Context: an optimization exercise on an open-source flow, tuned for a short achievable clock period and few clock cycles. The choices shown serve that exercise and are no tape-out recipe.
Only simulation tests tie the RTL to the original design; equivalence was not proved.
Power figures rest on the tool's default switching activity, not on a simulated workload.

`flow/config.mk`:
```
export PLATFORM = sky130hd
export DESIGN_NAME = y86_core
export DESIGN_NICKNAME = y86_core
export VERILOG_FILES = /design/flow/design.v
export SDC_FILE = /design/flow/constraint.sdc
export NUM_CORES = 4
export LEC_CHECK = 0
export ABC_CLOCK_PERIOD_IN_PS = 5000
export CAP_MARGIN = 20
export CORE_MARGIN = 2
export CORE_UTILIZATION = 40
export SETUP_SLACK_MARGIN = 4
export SLEW_MARGIN = 20
```
`flow/constraint.sdc`:
```
create_clock -name core_clock -period 12.0 [get_ports {clk}]
set_input_delay 2.4000 -clock core_clock [delete_from_list [all_inputs] [get_ports {clk}]]
set_output_delay 2.4000 -clock core_clock [all_outputs]
set_load 0.01 [all_outputs]
```
`flow/design.v`:
```
`timescale 1ns/100ps
package y86_pkg;
    localparam int WORD_W = 32;                  
    localparam int INST_W = 48;                  
    localparam int REG_W  = 4;
    localparam logic [REG_W-1:0] REG_NONE = 4'hf;
    localparam logic [REG_W-1:0] REG_RSP  = 4'h4;
    typedef enum logic [3:0] {
        I_HALT   = 4'h0,
        I_NOP    = 4'h1,
        I_CMOVXX = 4'h2,
        I_IRMOVL = 4'h3,
        I_RMMOVL = 4'h4,
        I_MRMOVL = 4'h5,
        I_OPL    = 4'h6,
        I_JXX    = 4'h7,
        I_CALL   = 4'h8,
        I_RET    = 4'h9,
        I_PUSHL  = 4'ha,
        I_POPL   = 4'hb
    } icode_e;
    typedef enum logic [3:0] {
        ALU_ADD = 4'h0,
        ALU_SUB = 4'h1,
        ALU_AND = 4'h2,
        ALU_XOR = 4'h3
    } alu_fn_e;
    typedef enum logic [3:0] {
        C_ALWAYS = 4'h0,
        C_LE     = 4'h1,
        C_L      = 4'h2,
        C_E      = 4'h3,
        C_NE     = 4'h4,
        C_GE     = 4'h5,
        C_G      = 4'h6
    } cond_fn_e;
    typedef enum logic [1:0] {
        AOK = 2'd0,
        HLT = 2'd1,
        INS = 2'd2
    } stat_e;
endpackage
`timescale 1ns/100ps
import y86_pkg::*;
module y86_fetch #(
    parameter int IMEM_ADDR_W = 16
) (
    input  logic                   clk,
    input  logic                   rst_n_i,
    input  logic [3:0]                 icode_i,
    input  logic                   instr_valid_i,
    input  logic                   cnd_i,
    input  logic [y86_pkg::WORD_W-1:0]      valc_i,
    input  logic [y86_pkg::WORD_W-1:0]      valp_i,
    input  logic [y86_pkg::WORD_W-1:0]      valm_i,
    output logic [IMEM_ADDR_W-1:0] pc_o,
    output logic [1:0]                  stat_o,
    output logic                   commit_o
);
    logic [IMEM_ADDR_W-1:0] pc_q;
    logic [1:0]                  stat_q;
    logic [WORD_W-1:0]      next_pc;
    assign commit_o = rst_n_i && (stat_q == AOK) && instr_valid_i && (icode_i != I_HALT);
    always_comb begin
        case (icode_i)
            I_CALL:  next_pc = valc_i;
            I_JXX:   next_pc = cnd_i ? valc_i : valp_i;
            I_RET:   next_pc = valm_i;            
            default: next_pc = valp_i;
        endcase
    end
    always_ff @(posedge clk) begin
        if (!rst_n_i) begin
            pc_q <= '0;
        end else if (commit_o) begin
            pc_q <= next_pc[IMEM_ADDR_W-1:0];    
        end
    end
    always_ff @(posedge clk) begin
        if (!rst_n_i) begin
            stat_q <= AOK;
        end else if (stat_q == AOK) begin
            if (!instr_valid_i) begin
                stat_q <= INS;
            end else if (icode_i == I_HALT) begin
                stat_q <= HLT;
            end
        end
    end
    assign pc_o   = pc_q;
    assign stat_o = stat_q;
endmodule
`timescale 1ns/100ps
import y86_pkg::*;
module y86_decode (
    input  logic [y86_pkg::INST_W-1:0] inst_i,
    input  logic [y86_pkg::WORD_W-1:0] pc_i,
    output logic [3:0]            icode_o,
    output logic [3:0]        ifun_o,
    output logic              instr_valid_o,
    output logic [y86_pkg::REG_W-1:0]  src_a_o,
    output logic [y86_pkg::REG_W-1:0]  src_b_o,
    output logic [y86_pkg::REG_W-1:0]  dst_e_o,
    output logic [y86_pkg::REG_W-1:0]  dst_m_o,
    output logic [y86_pkg::WORD_W-1:0] valc_o,
    output logic [y86_pkg::WORD_W-1:0] valp_o
);
    logic [REG_W-1:0] ra;
    logic [REG_W-1:0] rb;
    logic [2:0]       len;
    assign icode_o = inst_i[7:4];
    assign ifun_o  = inst_i[3:0];
    assign ra      = inst_i[15:12];
    assign rb      = inst_i[11:8];
    assign instr_valid_o = (inst_i[7:4] <= 4'hb);
    always_comb begin
        src_a_o = REG_NONE;
        src_b_o = REG_NONE;
        dst_e_o = REG_NONE;
        dst_m_o = REG_NONE;
        valc_o  = '0;
        len     = 3'd1;                           
        case (icode_o)
            I_CMOVXX: begin
                src_a_o = ra;
                dst_e_o = rb;
                len     = 3'd2;
            end
            I_IRMOVL: begin
                dst_e_o = rb;
                valc_o  = inst_i[47:16];
                len     = 3'd6;
            end
            I_RMMOVL: begin
                src_a_o = ra;
                src_b_o = rb;
                valc_o  = inst_i[47:16];
                len     = 3'd6;
            end
            I_MRMOVL: begin
                src_b_o = rb;
                dst_m_o = ra;
                valc_o  = inst_i[47:16];
                len     = 3'd6;
            end
            I_OPL: begin
                src_a_o = ra;
                src_b_o = rb;
                dst_e_o = rb;
                len     = 3'd2;
            end
            I_JXX: begin
                valc_o = inst_i[39:8];           
                len    = 3'd5;
            end
            I_CALL: begin
                src_b_o = REG_RSP;
                dst_e_o = REG_RSP;
                valc_o  = inst_i[39:8];
                len     = 3'd5;
            end
            I_RET: begin
                src_a_o = REG_RSP;
                src_b_o = REG_RSP;
                dst_e_o = REG_RSP;
            end
            I_PUSHL: begin
                src_a_o = ra;
                src_b_o = REG_RSP;
                dst_e_o = REG_RSP;
                len     = 3'd2;
            end
            I_POPL: begin
                src_a_o = REG_RSP;
                src_b_o = REG_RSP;
                dst_e_o = REG_RSP;
                dst_m_o = ra;
                len     = 3'd2;
            end
            default: ;
        endcase
    end
    assign valp_o = pc_i + WORD_W'(len);
endmodule
`timescale 1ns/100ps
import y86_pkg::*;
module y86_regfile (
    input  logic              clk,
    input  logic              rst_n_i,
    input  logic [y86_pkg::REG_W-1:0]  src_a_i,
    input  logic [y86_pkg::REG_W-1:0]  src_b_i,
    input  logic [y86_pkg::REG_W-1:0]  dst_e_i,
    input  logic [y86_pkg::WORD_W-1:0] val_e_i,
    input  logic [y86_pkg::REG_W-1:0]  dst_m_i,
    input  logic [y86_pkg::WORD_W-1:0] val_m_i,
    input  logic              we_i,
    input  logic [y86_pkg::REG_W-1:0]  dbg_sel_i,
    output logic [y86_pkg::WORD_W-1:0] val_a_o,
    output logic [y86_pkg::WORD_W-1:0] val_b_o,
    output logic [y86_pkg::WORD_W-1:0] dbg_val_o
);
    logic [WORD_W-1:0] regs [0:7];
    assign val_a_o   = src_a_i[3] ? '0 : regs[src_a_i[2:0]];
    assign val_b_o   = src_b_i[3] ? '0 : regs[src_b_i[2:0]];
    assign dbg_val_o = dbg_sel_i[3] ? '0 : regs[dbg_sel_i[2:0]];
    always_ff @(posedge clk) begin
        if (!rst_n_i) begin
            for (int i = 0; i < 8; i++) begin
                regs[i] <= '0;
            end
        end else if (we_i) begin
            if (!dst_e_i[3]) begin
                regs[dst_e_i[2:0]] <= val_e_i;
            end
            if (!dst_m_i[3]) begin
                regs[dst_m_i[2:0]] <= val_m_i;    
            end
        end
    end
endmodule
`timescale 1ns/100ps
import y86_pkg::*;
module y86_execute (
    input  logic              clk,
    input  logic              rst_n_i,
    input  logic [3:0]            icode_i,
    input  logic [3:0]        ifun_i,
    input  logic [y86_pkg::WORD_W-1:0] val_a_i,
    input  logic [y86_pkg::WORD_W-1:0] val_b_i,
    input  logic [y86_pkg::WORD_W-1:0] valc_i,
    input  logic [y86_pkg::REG_W-1:0]  dst_e_i,
    input  logic              commit_i,
    output logic [y86_pkg::WORD_W-1:0] val_e_o,
    output logic              cnd_o,
    output logic [y86_pkg::REG_W-1:0]  dst_e_o
);
    logic [WORD_W-1:0] alu_a;
    logic [WORD_W-1:0] alu_b;
    logic [3:0]           alu_fn;
    logic [WORD_W-1:0] alu_res;
    logic              alu_of;
    logic              zf_q;
    logic              sf_q;
    logic              of_q;
    logic              lt;
    always_comb begin
        alu_a  = valc_i;
        alu_b  = '0;
        alu_fn = ALU_ADD;
        case (icode_i)
            I_CMOVXX: alu_a = val_a_i;
            I_RMMOVL, I_MRMOVL: alu_b = val_b_i;
            I_OPL: begin
                alu_a  = val_a_i;
                alu_b  = val_b_i;
                alu_fn = ifun_i;
            end
            I_PUSHL, I_CALL: begin
                alu_a = 32'hffff_fffc;            
                alu_b = val_b_i;
            end
            I_POPL, I_RET: begin
                alu_a = 32'd4;
                alu_b = val_b_i;
            end
            default: ;
        endcase
    end
    always_comb begin
        case (alu_fn)
            ALU_ADD: alu_res = alu_b + alu_a;
            ALU_SUB: alu_res = alu_b - alu_a;
            ALU_AND: alu_res = alu_b & alu_a;
            ALU_XOR: alu_res = alu_b ^ alu_a;
            default: alu_res = '0;
        endcase
        case (alu_fn)
            ALU_ADD: alu_of = (alu_a[31] == alu_b[31]) && (alu_res[31] != alu_b[31]);
            ALU_SUB: alu_of = (alu_a[31] != alu_b[31]) && (alu_res[31] != alu_b[31]);
            default: alu_of = 1'b0;
        endcase
    end
    always_ff @(posedge clk) begin
        if (!rst_n_i) begin
            zf_q <= 1'b1;
            sf_q <= 1'b0;
            of_q <= 1'b0;
        end else if (commit_i && (icode_i == I_OPL)) begin
            zf_q <= (alu_res == '0);
            sf_q <= alu_res[31];
            of_q <= alu_of;
        end
    end
    assign lt = sf_q ^ of_q;
    always_comb begin
        case (ifun_i)
            C_ALWAYS: cnd_o = 1'b1;
            C_LE:     cnd_o = lt | zf_q;
            C_L:      cnd_o = lt;
            C_E:      cnd_o = zf_q;
            C_NE:     cnd_o = ~zf_q;
            C_GE:     cnd_o = ~lt;
            C_G:      cnd_o = ~lt & ~zf_q;
            default:  cnd_o = 1'b0;
        endcase
    end
    assign val_e_o = alu_res;
    assign dst_e_o = ((icode_i == I_CMOVXX) && !cnd_o) ? REG_NONE : dst_e_i;   
endmodule
`timescale 1ns/100ps
import y86_pkg::*;
module y86_mem_stage (
    input  logic [3:0]            icode_i,
    input  logic [y86_pkg::WORD_W-1:0] val_e_i,
    input  logic [y86_pkg::WORD_W-1:0] val_a_i,
    input  logic [y86_pkg::WORD_W-1:0] valp_i,
    input  logic              commit_i,
    input  logic [y86_pkg::WORD_W-1:0] dmem_rdata_i,
    output logic [y86_pkg::WORD_W-1:0] dmem_addr_o,
    output logic [y86_pkg::WORD_W-1:0] dmem_wdata_o,
    output logic              dmem_we_o,
    output logic              dmem_re_o,
    output logic [y86_pkg::WORD_W-1:0] valm_o
);
    logic is_write;
    logic is_read;
    assign is_write = (icode_i == I_RMMOVL) || (icode_i == I_PUSHL) || (icode_i == I_CALL);
    assign is_read  = (icode_i == I_MRMOVL) || (icode_i == I_POPL) || (icode_i == I_RET);
    assign dmem_addr_o = ((icode_i == I_POPL) || (icode_i == I_RET)) ? val_a_i : val_e_i;
    assign dmem_wdata_o = (icode_i == I_CALL) ? valp_i : val_a_i;   
    assign dmem_we_o = commit_i & is_write;
    assign dmem_re_o = commit_i & is_read;
    assign valm_o = dmem_rdata_i;
endmodule
`timescale 1ns/100ps
import y86_pkg::*;
module y86_core #(
    parameter int IMEM_ADDR_W = 16
) (
    input  logic                   clk,
    input  logic                   rst_n_i,
    input  logic [y86_pkg::INST_W-1:0]      imem_data_i,
    input  logic [y86_pkg::WORD_W-1:0]      dmem_rdata_i,
    input  logic [y86_pkg::REG_W-1:0]       dbg_sel_i,
    output logic [IMEM_ADDR_W-1:0] imem_addr_o,
    output logic [y86_pkg::WORD_W-1:0]      dmem_addr_o,
    output logic [y86_pkg::WORD_W-1:0]      dmem_wdata_o,
    output logic                   dmem_we_o,
    output logic                   dmem_re_o,
    output logic [IMEM_ADDR_W-1:0] pc_o,
    output logic [1:0]                  stat_o,
    output logic                   halted_o,
    output logic [y86_pkg::WORD_W-1:0]      dbg_val_o
);
    logic [IMEM_ADDR_W-1:0] pc;
    logic [WORD_W-1:0]      pc_word;
    logic [1:0]                  stat;
    logic                   commit;
    logic [3:0]                 icode;
    logic [3:0]             ifun;
    logic                   instr_valid;
    logic [REG_W-1:0]       src_a;
    logic [REG_W-1:0]       src_b;
    logic [REG_W-1:0]       dst_e_raw;
    logic [REG_W-1:0]       dst_e;
    logic [REG_W-1:0]       dst_m;
    logic [WORD_W-1:0]      valc;
    logic [WORD_W-1:0]      valp;
    logic [WORD_W-1:0]      val_a;
    logic [WORD_W-1:0]      val_b;
    logic [WORD_W-1:0]      val_e;
    logic [WORD_W-1:0]      valm;
    logic                   cnd;
    assign pc_word = {{(WORD_W-IMEM_ADDR_W){1'b0}}, pc};
    y86_fetch #(
        .IMEM_ADDR_W   (IMEM_ADDR_W)
    ) u_fetch (
        .clk           (clk),
        .rst_n_i       (rst_n_i),
        .icode_i       (icode),
        .instr_valid_i (instr_valid),
        .cnd_i         (cnd),
        .valc_i        (valc),
        .valp_i        (valp),
        .valm_i        (valm),
        .pc_o          (pc),
        .stat_o        (stat),
        .commit_o      (commit)
    );
    y86_decode u_decode (
        .inst_i        (imem_data_i),
        .pc_i          (pc_word),
        .icode_o       (icode),
        .ifun_o        (ifun),
        .instr_valid_o (instr_valid),
        .src_a_o       (src_a),
        .src_b_o       (src_b),
        .dst_e_o       (dst_e_raw),
        .dst_m_o       (dst_m),
        .valc_o        (valc),
        .valp_o        (valp)
    );
    y86_regfile u_regfile (
        .clk           (clk),
        .rst_n_i       (rst_n_i),
        .src_a_i       (src_a),
        .src_b_i       (src_b),
        .dst_e_i       (dst_e),
        .val_e_i       (val_e),
        .dst_m_i       (dst_m),
        .val_m_i       (valm),
        .we_i          (commit),
        .dbg_sel_i     (dbg_sel_i),
        .val_a_o       (val_a),
        .val_b_o       (val_b),
        .dbg_val_o     (dbg_val_o)
    );
    y86_execute u_execute (
        .clk           (clk),
        .rst_n_i       (rst_n_i),
        .icode_i       (icode),
        .ifun_i        (ifun),
        .val_a_i       (val_a),
        .val_b_i       (val_b),
        .valc_i        (valc),
        .dst_e_i       (dst_e_raw),
        .commit_i      (commit),
        .val_e_o       (val_e),
        .cnd_o         (cnd),
        .dst_e_o       (dst_e)
    );
    y86_mem_stage u_mem_stage (
        .icode_i       (icode),
        .val_e_i       (val_e),
        .val_a_i       (val_a),
        .valp_i        (valp),
        .commit_i      (commit),
        .dmem_rdata_i  (dmem_rdata_i),
        .dmem_addr_o   (dmem_addr_o),
        .dmem_wdata_o  (dmem_wdata_o),
        .dmem_we_o     (dmem_we_o),
        .dmem_re_o     (dmem_re_o),
        .valm_o        (valm)
    );
    assign imem_addr_o = pc;
    assign pc_o        = pc;
    assign stat_o      = stat;
    assign halted_o    = (stat != AOK);       
endmodule
```
`flow/run.sh`:
```
#!/bin/bash
# synth_recipe.tcl (not shown) runs the flow's synth.tcl, then flattens the netlist and writes it again
# the make line also repeats each setting of config.mk as NAME=value (left out here)
make -C /OpenROAD-flow-scripts/flow DESIGN_CONFIG=/design/flow/config.mk WORK_HOME=/design/flow/orfs CLKGATE_MAP_FILE= SYNTH_SCRIPT=/design/flow/synth_recipe.tcl finish
```
==> flow_summary.yaml <==
logic_synthesis:
  yosys_warnings: 4
  largest_family_of_logic_cells_by_synthesized_area: "compound AO/OA/AOI/OAI gates"
  synth.net_count: 3033
  yosysSeqAreaShare_pct: 33.3
  synth-simple-area-share_pct: 19.8
  synthXorXnorAreaFrac_pct: 2.34
  ys.flop_type: "edfxtp_1"
  async_flop_share_pct: 0
  muxShareOfSynthArea_pct: 11.2
  synth.avg_cell_area_um2: 8.46
  synth_cell_type_count: 95
  synthCells: 2879
  netlist_area_um2: 24400
  synth-edff-count: 256
  synth_adder_area_share_pct: 3.55
  ys_seq_elements: 277
  synthTopCellsByArea: "edfxtp_1 (32%), nand2_1 (7.7%), o21ai_0 (6.0%), mux4_2 (5.9%), mux2i_1 (4.7%)"
  complex_gate_fraction_of_the_synthesized_area_pct: 23.9
  synth_largest_area_cell: "edfxtp_1"
  synth_top_area_share_pct: 31.6
timing:
  timing_hold_violations_final: 0
  timing.slew.headroom_pct: 15.4
  timing.final.max_slew_violations: 0
  fin_ws_ns: 1.04
  fmax_ghz: 0.0912
  fin_tns_setup_ns: 0
  finalWorstPathRequiredPeriod_ns: 10.96
  finalSetupViolCount: 0
  grt_setup_unrepaired: "true"
  fin_skew_ns: 0.0349
  timing_worst_slew_pin_value_ns: 1.26
  layout_worst_path_cycle_share_pct: 91.4
clocking:
  cts_root_buffer: "clkbuf_16"
  tritoncts_clock_tree: "built"
  cts_hold_repair.buffers: 0
  cts-root-to-sink-buffers: 3
  cts_made_buffers: 35
  clock_latency_ns: 0.59
  clock_sinks: 277
  htree_num_levels: 2
  clock_slew_at_the_register_clock_pins_of_the_worst_setup_and_hold_paths_ns: 0.06
worst_setup_path:
  crit_type: "in2out"
  cp_common_cell: "buf_6"
  critPathMaxStageDelay_ns: 0.39
  worst-path-max-fanout: 7
  worstReg2RegStart: "u_regfile.regs[3][1]"
  critPathSlowestCell: "or3_4"
  critPathLaunchType: "primary input"
  cp.arrival_ns: 8.56
  timing.critical_path.to_type: "output port"
  crit_required_ns: 9.60
  critPathLaunch: "imem_data_i[4]"
global_routing:
  grt_util_all_layers_pct: 38.7
  vias_in_the_first_global_route: 25300
  grt_pass1_wl_mm: 178
  grt_overflow: 0
  pin_count_of_the_biggest_net_entering_global_routing: 74
  antenna_violations_before_repair: 4
layout:
  area_delta_synth_final_pct: 34.3
  core_occupancy_in_the_finished_layout_pct: 54.3
  layout.cells.non_filler: 4054
  final.fill_count: 5305
  final_nets: 3400
  drive_above_1_share_pct: 26.1
  multi_input_area_um2: 16500
  area.sequential_um2: 8110
flow_run:
  max-cap-violations: 0
floorplan:
  fp.dieArea_um2: 62900
  pin_count: 219
  fp.coreArea_um2: 60200
  dieHeight_um: 251
  start_util_pct: 40.4
  placement_rows: 90
  dieWidth_um: 251
routing:
  routed_wirelength_mm: 129
  dr.pass1.iters: 6
  final_antenna_net_count: 0
  wl_per_cell_um: 31.8
  vias: 27700
  starting_drc_count_in_detailed_routing: 4450
  vias_per_inst: 6.82
  detailed_route_drc_error_count: 0
placement:
  port_buffers: 218
  place_inst: 3833
  hpwl_after_detailed_placement_mm: 87.5
  place_ws_ns: 0.0230
  gp_routability_congestion: 1.01
pwr:
  cellLeakagePower_nw: 12.5
  irDropWorstVdd_mv: 0.0844
  cellPowerDensity_nw_per_um2: 116
  p_total_mw: 3.79
worst_hold_path:
  worst_hold_path_type: "reg2reg"
  launch_point_of_the_worst_hold_path: "u_execute.of_q"
status:
  run_status: "timing/DRC/antenna clean"
[metal layers]
metal | vias up | part of all wire, % | track usage, %
met5 | - | 0 | 0
met4 | 0 | 5.9 | 19.3
met3 | 423 | 14 | 12.2
met2 | 2265 | 42 | 57.2
met1 | 13400 | 38 | 51.1
li1 | 11600 | - | -
[final timing paths]
check | cells after the start | end | slack, ns
max | 30 | dmem_addr_o[31] | 1.04
min | 2 | u_execute.of_q | 0.48
max reg2reg | 40 | u_execute.zf_q | 4.85
min reg2reg | 2 | u_execute.of_q | 0.48
[worst max-delay path, delay by kind of cell]
| family | cells | cell delay [ns] |
|---|---|---|
| simple gates | 10 | 1.95 |
| fa+ha+maj | 1 | 0.27 |
| compound gates | 9 | 2.30 |
| mux | 2 | 0.51 |
| xor+xnor | 1 | 0.17 |
| buf+inv | 7 | 0.93 |
[flip-flops by register name (all words and copies together), names as in the netlist]
| name | flops |
|---|---|
| u_execute.sf_q | 1 |
| u_execute.of_q | 1 |
| u_fetch.pc_q | 16 |
| u_fetch.stat_q | 2 |
| u_regfile.regs | 256 |
| u_execute.zf_q | 1 |
[synthesized netlist by cell type, types with 56 or more instances]
cell type,n
nand2_1,498
o21ai_0,294
edfxtp_1,256
nor2_1,216
clkbuf_1,184
a21oi_1,130
mux2i_1,115
nand3_1,113
a221oi_1,107
ha_1,66
mux4_2,64
nor3_1,56
[logic make-up after synthesis]
family          after synthesis
flops                       277
compound gates              874
mux                         190
buf+inv                     334
fa+ha+maj                    68
simple gates               1071
xor+xnor                     65
[repair_timing]
item | 4_1_cts | 5_1_grt
pin swaps | 73 | 57
buffers inserted | 68 | 77
setup endpoints to repair | 140 | 75
gates resized for setup | 255 | 166
gates cloned | 8 | 5
[layout by cell type (no fill, tap or decap), drive strengths merged, types with 18 or more instances in the layout]
cell type / synthesis / layout
a211oi: 19 / 19
a21o: 20 / 20
a21oi: 130 / 130
a221o: 19 / 19
a221oi: 108 / 108
a22o: 52 / 52
a31oi: 45 / 45
and2: 23 / 23
and3: 24 / 24
buf: 94 / 410
clkbuf: 189 / 51
clkdlybuf4s50: 0 / 178
dfxtp: 21 / 21
edfxtp: 256 / 256
ha: 66 / 66
inv: 49 / 52
mux2i: 115 / 115
mux4: 64 / 64
nand2: 499 / 499
nand2b: 19 / 19
nand3: 115 / 115
nand4: 22 / 22
nor2: 219 / 219
nor3: 57 / 57
o21ai: 300 / 300
o22ai: 29 / 29
o31ai: 30 / 30
or2: 18 / 18
or3: 23 / 24
xnor2: 52 / 52
[layout make-up]
| type | count | area share, % |
|---|---|---|
| multi-input cells | 2269 | 50.5 |
| flip-flops and latches | 277 | 24.8 |
| repair buffers | 612 | 17.6 |
| well taps | 782 | 2.99 |
| clock buffers | 42 | 2.82 |
| clock inverters | 19 | 0.738 |
| inverters | 51 | 0.585 |
| diodes | 2 | 0.0153 |
[power breakdown]
| part | internal, mW | switching [mW] |
|---|---|---|
| sequential | 1.10 | 0.0542 |
| clock | 0.643 | 0.471 |
| combinational | 0.626 | 0.895 |
[through the flow]
step / hold WS, ns / cell area, um^2
2_1_floorplan: 0.449 / 24800
3_3_place_gp: 0.459 / 28700
3_5_place_dp: 0.472 / 28700
4_1_cts: 0.482 / 31400
5_1_grt: 0.506 / 32700
6_report: 0.484 / 32700
Testbench counts, summed over its fixed seeds: cycles 70,576.

[re-timing with driven ports]
No port has a modelled driver above. Below, the same layout with a new extraction and two added sets of constraints.
Step 1 sets driving cells, clkbuf_16 on the clock port and buf_2 on the other inputs (assumed; they add their load-dependent delay and slew).
Step 2 moves the port delays by t, midway between the first and last clock arrival at a register: inputs arrive t later, outputs are due t later. That takes back most of the time a late clock gives input paths.
Slacks: no drivers / after step 1 / after step 2; pairs: no drivers / after step 1.
t, ns: 0.629
setup WS [ns]: 1.036 / 1.002 / 1.002
worst setup path after step 2: input to output
worst data-port slew with drivers (ns): 0.07
After both steps this run still meets setup and hold. The setup slack of this run moves by -0.034 ns with the drivers and by -0.034 ns with both steps.
